This is an optimization exercise on Yosys and OpenROAD, whose aim is small area and a short achievable clock period, not a production implementation. Function was checked by simulation only, so behaviour that the tests miss may differ from the original. No activity file was given, so power comes from the tool's default toggle rates.

## north
Design instr_mix_profiler, start of the top module:
module instr_mix_profiler #(
   parameter int unsigned CNT_W = 16
) (
   input  logic             clk,
   input  logic             rst,
   input  logic             in_valid,
   input  logic [22:0]      instruction_type,
   input  logic [4:0]       instruction_format,
   input  logic             clear,
   input  logic             rd_en,
   input  logic [4:0]       rd_sel,
   output logic             rd_valid,
   output logic [CNT_W-1:0] rd_data,
   output logic             rd_err
);
Size: ~1,500 cells after synthesis, roughly 56 I/O pins, roughly 21,000 sq um of cells after synthesis.
clock: 7.5 ns
lec_check: 0
cap_margin: 20
core_margin: 2
core_utilization: 50
cts_cluster_diameter: 60
cts_cluster_size: 16
gpl_routability_driven: 0
setup_slack_margin: 4.8
slew_margin: 20
tns_end_percent: 0
standard.sh (not shown) runs the stock make flow with config.mk's settings and CLKGATE_MAP_FILE= SYNTH_SCRIPT=/design/flow/synth_recipe.tcl, a recipe that flattens the netlist after the stock synthesis.
==> flow/flow/run.sh <==
#!/bin/bash
# The standard layout (standard synthesis unchanged), with two changes:
# the port buffers are sky130_fd_sc_hd__buf_2 instead of the delay-cell
# buffer buffer_ports picks by default, and clock tree synthesis builds the
# tree from sky130_fd_sc_hd__clkbuf_4 in clusters of up to 8 sinks and
# inserts no dummy loads. make's output goes to standard.log here; each
# tool's full output also goes to ORFS's own logs under orfs/logs.
export BUFFER_PORTS_ARGS="-buffer_cell sky130_fd_sc_hd__buf_2"
export CTS_ARGS="-sink_clustering_enable -repair_clock_nets -sink_clustering_size 8 -sink_clustering_max_diameter 40 -dont_use_dummy_load -buf_list sky130_fd_sc_hd__clkbuf_4"
bash standard.sh > standard.log 2>&1
The final layout from north, which completed every stage, passed the timing, design-rule and antenna checks at the end of the flow.
The following lists how south was set up differently from north:
Settings: a deleted GPL_ROUTABILITY_DRIVEN that had been 0.
==> flow/flow/run.sh <==
#!/bin/bash
# The standard layout (standard synthesis unchanged), with two changes:
# the port buffers are sky130_fd_sc_hd__buf_2 instead of the delay-cell
# buffer buffer_ports picks by default, and clock tree synthesis builds the
# tree from sky130_fd_sc_hd__clkbuf_4 in clusters of up to 10 sinks and
# inserts no dummy loads. make's output goes to standard.log here; each
# tool's full output also goes to ORFS's own logs under orfs/logs.
export BUFFER_PORTS_ARGS="-buffer_cell sky130_fd_sc_hd__buf_2"
export CTS_ARGS="-sink_clustering_enable -repair_clock_nets -sink_clustering_size 10 -sink_clustering_max_diameter 45 -dont_use_dummy_load -buf_list sky130_fd_sc_hd__clkbuf_4"
bash standard.sh > standard.log 2>&1
- south ends up with higher global-route usage than north does.
- primary input to register as the startpoint-to-endpoint class of the critical path was reported by north, and register to register by south.
- Of south and north, the lower transition time at the pin with the least slew margin belongs to south.
- Diff north -> south: clock latency at the later pin of the worst-skew pair comparable; wire length after detailed routing now larger; power share of the combinational group comparable.
- Lower slack of the critical path goes to north over south.
- Number of placed instances with taps included for south: 7 down relative to north
- Compared with north, number of buffers created by CTS in south decreased by more than 10%.
- Area growth from synthesis to layout, south and north: smaller value in south
The following lists how east was set up differently from south:
Settings: swapping 4.8 for 4.9 in SETUP_SLACK_MARGIN.
==> flow/flow/run.sh <==
#!/bin/bash
# The standard layout (standard synthesis unchanged), with two changes:
# the port buffers are sky130_fd_sc_hd__buf_2 instead of the delay-cell
# buffer buffer_ports picks by default, and clock tree synthesis builds the
# tree from sky130_fd_sc_hd__clkbuf_4 in clusters of up to 8 sinks and
# inserts no dummy loads. make's output goes to standard.log here; each
# tool's full output also goes to ORFS's own logs under orfs/logs.
export BUFFER_PORTS_ARGS="-buffer_cell sky130_fd_sc_hd__buf_2"
export CTS_ARGS="-sink_clustering_enable -repair_clock_nets -sink_clustering_size 8 -sink_clustering_max_diameter 40 -dont_use_dummy_load -buf_list sky130_fd_sc_hd__clkbuf_4"
bash standard.sh > standard.log 2>&1
Results
Total design power: east > south
east -> south: die area delta 0, exact match
Multi-input gate count sits higher in east than in south.
Routed wire length, south and east: higher on east
On global-route usage, the lower figure sits with south, not east.
Worst setup slack was lower in south than in east.
In east, buffer and inverter count on the worst path is lower than in south.
Here is what was changed in the inputs of west compared with east.
Settings: SETUP_SLACK_MARGIN now 4.6, was 4.9.
==> comparison <==
- [west] global router's overall resource usage fell 0.26 points relative to east
- On number of non-clock buffers in the layout: between west and east, it ends up lower for west.
- west | status: complete | timing, DRC, antenna: pass
- Of west and east, the run reporting the higher share of the cycle needed by the critical path after routing was east.
- Count of antenna diodes in the layout: west lower than east
- west: upper clock frequency limit is about 0.4% higher than what east reported.
- Cells: west has fewer instances than east
- Against east as the reference, west delivers a lower slack of the worst reg-to-reg path.
- There was hardly any difference in inserted tap cell count between west and east.
- east has a higher final critical delay including setup and external delays than west.
Here is what was changed in the inputs of middle compared with west.
Settings: SETUP_SLACK_MARGIN changed from 4.6 to 4.8.
Findings:
~same summed area of non-filler cells in the final layout in middle and west. There was hardly any difference in via count of the first global-routing pass between middle and west. In terms of clock network area share, west and middle differ only marginally.

========
instr_mix_profiler again, from the RTL that the note above started with.
==> flow/config.mk <==
export PLATFORM = sky130hd
export DESIGN_NAME = instr_mix_profiler
export DESIGN_NICKNAME = instr_mix_profiler
export VERILOG_FILES = /design/flow/design.v
export SDC_FILE = /design/flow/constraint.sdc
export NUM_CORES = 4
export LEC_CHECK = 0
export CAP_MARGIN = 20
export CORE_MARGIN = 2
export CORE_UTILIZATION = 45
export CTS_CLUSTER_DIAMETER = 60
export CTS_CLUSTER_SIZE = 16
export SETUP_SLACK_MARGIN = 4.8
export SLEW_MARGIN = 20
export TNS_END_PERCENT = 0
==> flow/constraint.sdc <==
create_clock -name core_clock -period 7.5 [get_ports {clk}]
set_input_delay 1.5000 -clock core_clock [delete_from_list [all_inputs] [get_ports {clk}]]
set_output_delay 1.5000 -clock core_clock [all_outputs]
set_load 0.01 [all_outputs]
==> flow/flow/run.sh <==
#!/bin/bash
# The standard layout (standard synthesis unchanged), with two changes:
# the port buffers are sky130_fd_sc_hd__buf_4 instead of the delay-cell
# buffer buffer_ports picks by default, and clock tree synthesis builds the
# tree from sky130_fd_sc_hd__clkbuf_8 in clusters of up to 12 sinks and
# inserts no dummy loads. Each tool's full output goes to ORFS's own logs under orfs/logs.
export BUFFER_PORTS_ARGS="-buffer_cell sky130_fd_sc_hd__buf_4"
export CTS_ARGS="-sink_clustering_enable -repair_clock_nets -sink_clustering_size 12 -sink_clustering_max_diameter 50 -dont_use_dummy_load -buf_list sky130_fd_sc_hd__clkbuf_8"
bash standard.sh > standard.log 2>&1
==> next run, changes <==
==> flow/flow/run.sh (replaced) <==
#!/bin/bash
# The standard layout (standard synthesis unchanged), with two changes:
# the port buffers are sky130_fd_sc_hd__buf_4 instead of the delay-cell
# buffer buffer_ports picks by default, and clock tree synthesis inserts no
# dummy loads. Each tool's full output goes to ORFS's own logs under orfs/logs.
export BUFFER_PORTS_ARGS="-buffer_cell sky130_fd_sc_hd__buf_4"
export CTS_ARGS="-sink_clustering_enable -repair_clock_nets -sink_clustering_size 16 -sink_clustering_max_diameter 60 -dont_use_dummy_load"
bash standard.sh > standard.log 2>&1
Wire length barely changes.
Cell count shrinks by 0.39%.
Critical path depth shrinks by 2.
Area after synthesis does not change.
Count of clock-buffer cells in the layout shrinks by 13.
Worst setup slack improved by 0.045 ns.
==> next run, changes <==
==> flow/flow/run.sh (replaced) <==
#!/bin/bash
# The standard layout (standard synthesis unchanged), with two changes:
# the port buffers are sky130_fd_sc_hd__buf_2 instead of the delay-cell
# buffer buffer_ports picks by default, and clock tree synthesis builds the
# tree from sky130_fd_sc_hd__clkbuf_4 in clusters of up to 8 sinks and
# inserts no dummy loads. make's output goes to standard.log here; each
# tool's full output also goes to ORFS's own logs under orfs/logs.
export BUFFER_PORTS_ARGS="-buffer_cell sky130_fd_sc_hd__buf_2"
export CTS_ARGS="-sink_clustering_enable -repair_clock_nets -sink_clustering_size 8 -sink_clustering_max_diameter 40 -dont_use_dummy_load -buf_list sky130_fd_sc_hd__clkbuf_4"
bash standard.sh > standard.log 2>&1
Settings changed: CORE_UTILIZATION 45 to 55.
Clock skew came out higher by 0.055 ns.
Non-clock buffer count goes down by 39.
Sequential power is about the same.
Combinational power decreases by 15%.
==> next run, changes <==
==> flow/flow/run.sh (replaced) <==
#!/bin/bash
# The standard layout (standard synthesis unchanged), with two changes:
# the port buffers are sky130_fd_sc_hd__buf_2 instead of the delay-cell
# buffer buffer_ports picks by default, and clock tree synthesis builds the
# tree from sky130_fd_sc_hd__clkbuf_8 in clusters of up to 12 sinks and
# inserts no dummy loads. Each tool's full output goes to ORFS's own logs under orfs/logs.
export BUFFER_PORTS_ARGS="-buffer_cell sky130_fd_sc_hd__buf_2"
export CTS_ARGS="-sink_clustering_enable -repair_clock_nets -sink_clustering_size 12 -sink_clustering_max_diameter 50 -dont_use_dummy_load -buf_list sky130_fd_sc_hd__clkbuf_8"
bash standard.sh > standard.log 2>&1
Settings changed: CORE_UTILIZATION 55 to 50.
First-iteration DRC count came out lower by 3.7%.
Global-route usage came out lower by 3.5 points.
Sequential share of layout area decreases by 1.9 points.
Total power goes up by 3.5%.
Clock power rises by about 10%.
Hold slack hardly moves.
Utilization drops by 4.4 points.
==> next run, changes <==
==> flow/run.sh (new file) <==
#!/bin/bash
# synth_recipe.tcl (not shown) runs the flow's synth.tcl, then flattens the netlist and writes it again
# the make line also repeats each setting of config.mk as NAME=value (left out here)
make -C /OpenROAD-flow-scripts/flow DESIGN_CONFIG=/design/flow/config.mk WORK_HOME=/design/flow/orfs CLKGATE_MAP_FILE= SYNTH_SCRIPT=/design/flow/synth_recipe.tcl finish
Settings changed: CTS_BUF_LIST set to sky130_fd_sc_hd__clkbuf_8, CTS_CLUSTER_DIAMETER 60 to 50, CTS_CLUSTER_SIZE 16 to 12.
removed: flow/flow/run.sh
removed: flow/standard.sh
After rerunning: Hold slack is better by 0.0093 ns; wire length goes down slightly; utilization goes up by 2.0 points; non-clock buffer count goes up by 15; flip-flop and latch count does not change; clock power goes up by about a fifth; setup slack is better by 0.079 ns.
==> next run, changes <==
==> flow/flow/run.sh (new file) <==
#!/bin/bash
# The standard layout (standard synthesis unchanged), with two changes:
# the port buffers are sky130_fd_sc_hd__buf_4 instead of the delay-cell
# buffer buffer_ports picks by default, and clock tree synthesis builds the
# tree from sky130_fd_sc_hd__clkbuf_8 in clusters of up to 12 sinks and
# inserts no dummy loads. Each tool's full output goes to ORFS's own logs under orfs/logs.
export BUFFER_PORTS_ARGS="-buffer_cell sky130_fd_sc_hd__buf_4"
export CTS_ARGS="-sink_clustering_enable -repair_clock_nets -sink_clustering_size 12 -sink_clustering_max_diameter 50 -dont_use_dummy_load -buf_list sky130_fd_sc_hd__clkbuf_8"
bash standard.sh > standard.log 2>&1
==> flow/standard.sh (new file) <==
#!/bin/bash
# synth_recipe.tcl (not shown) runs the flow's synth.tcl, then flattens the netlist and writes it again
# the make line also repeats each setting of config.mk as NAME=value (left out here)
make -C /OpenROAD-flow-scripts/flow DESIGN_CONFIG=/design/flow/config.mk WORK_HOME=/design/flow/orfs CLKGATE_MAP_FILE= SYNTH_SCRIPT=/design/flow/synth_recipe.tcl "${@:-finish}"
Settings changed: CORE_UTILIZATION 50 to 45, CTS_BUF_LIST sky130_fd_sc_hd__clkbuf_8 to not set, CTS_CLUSTER_DIAMETER 50 to 60, CTS_CLUSTER_SIZE 12 to 16, SETUP_SLACK_MARGIN 4.8 to 5.0.
removed: flow/run.sh
After rerunning: Core utilization decreases by 6.2 points; synthesized cell count does not change; power decreases by a few percent; non-clock buffer count increases by 3; wire length increases by a few percent.

==> static timing again, ports no longer ideal <==
Ports are ideal in the flow. The routed layouts listed here were re-timed in OpenROAD.
Step 1 (the two cells are an assumption about what drives the block):
set clk [get_ports {clk}]
set_driving_cell -lib_cell sky130_fd_sc_hd__clkbuf_16 $clk
set_driving_cell -lib_cell sky130_fd_sc_hd__buf_2 [delete_from_list [all_inputs] $clk]
Step 2 also shifts input and output timing later by t, the mid clock arrival at the registers, as if the neighbouring blocks saw the same clock.
a / b / c = ideal ports / drivers / drivers and shift; a / b = the first two.
| run | t (ns) | setup WS [ns] | clock arrival spread, ns | cell pins on the clock port's net |
|---|---|---|---|---|
| north | 0.873 | 4.410 / 4.440 / 3.567 | 0.103 / 0.103 | 1 |
| south | 0.875 | 4.493 / 4.493 / 3.644 | 0.103 / 0.103 | 1 |
| east | 0.890 | 4.500 / 4.519 / 3.629 | 0.097 / 0.097 | 1 |
| west | 0.851 | 4.513 / 4.526 / 3.692 | 0.127 / 0.127 | 1 |
| middle | 0.886 | 4.573 / 4.573 / 3.717 | 0.075 / 0.076 | 1 |
| the first run of note 2 | 0.713 | 4.555 / 4.555 / 3.843 | 0.068 / 0.068 | 1 |
| the second run of note 2 | 0.627 | 4.600 / 4.600 / 3.985 | 0.044 / 0.043 | 1 |
| the third run of note 2 | 0.863 | 4.426 / 4.456 / 3.594 | 0.099 / 0.099 | 1 |
| the fourth run of note 2 | 0.726 | 4.575 / 4.602 / 3.876 | 0.061 / 0.060 | 1 |
| the fifth run of note 2 | 0.732 | 4.654 / 4.654 / 3.974 | 0.032 / 0.031 | 1 |
| the sixth run of note 2 | 0.723 | 4.579 / 4.579 / 3.959 | 0.063 / 0.064 | 1 |
After both steps setup and hold are still met in every run listed. The setup slack of east, which loses most, moves by +0.019 ns with the drivers and by -0.871 ns with both steps.
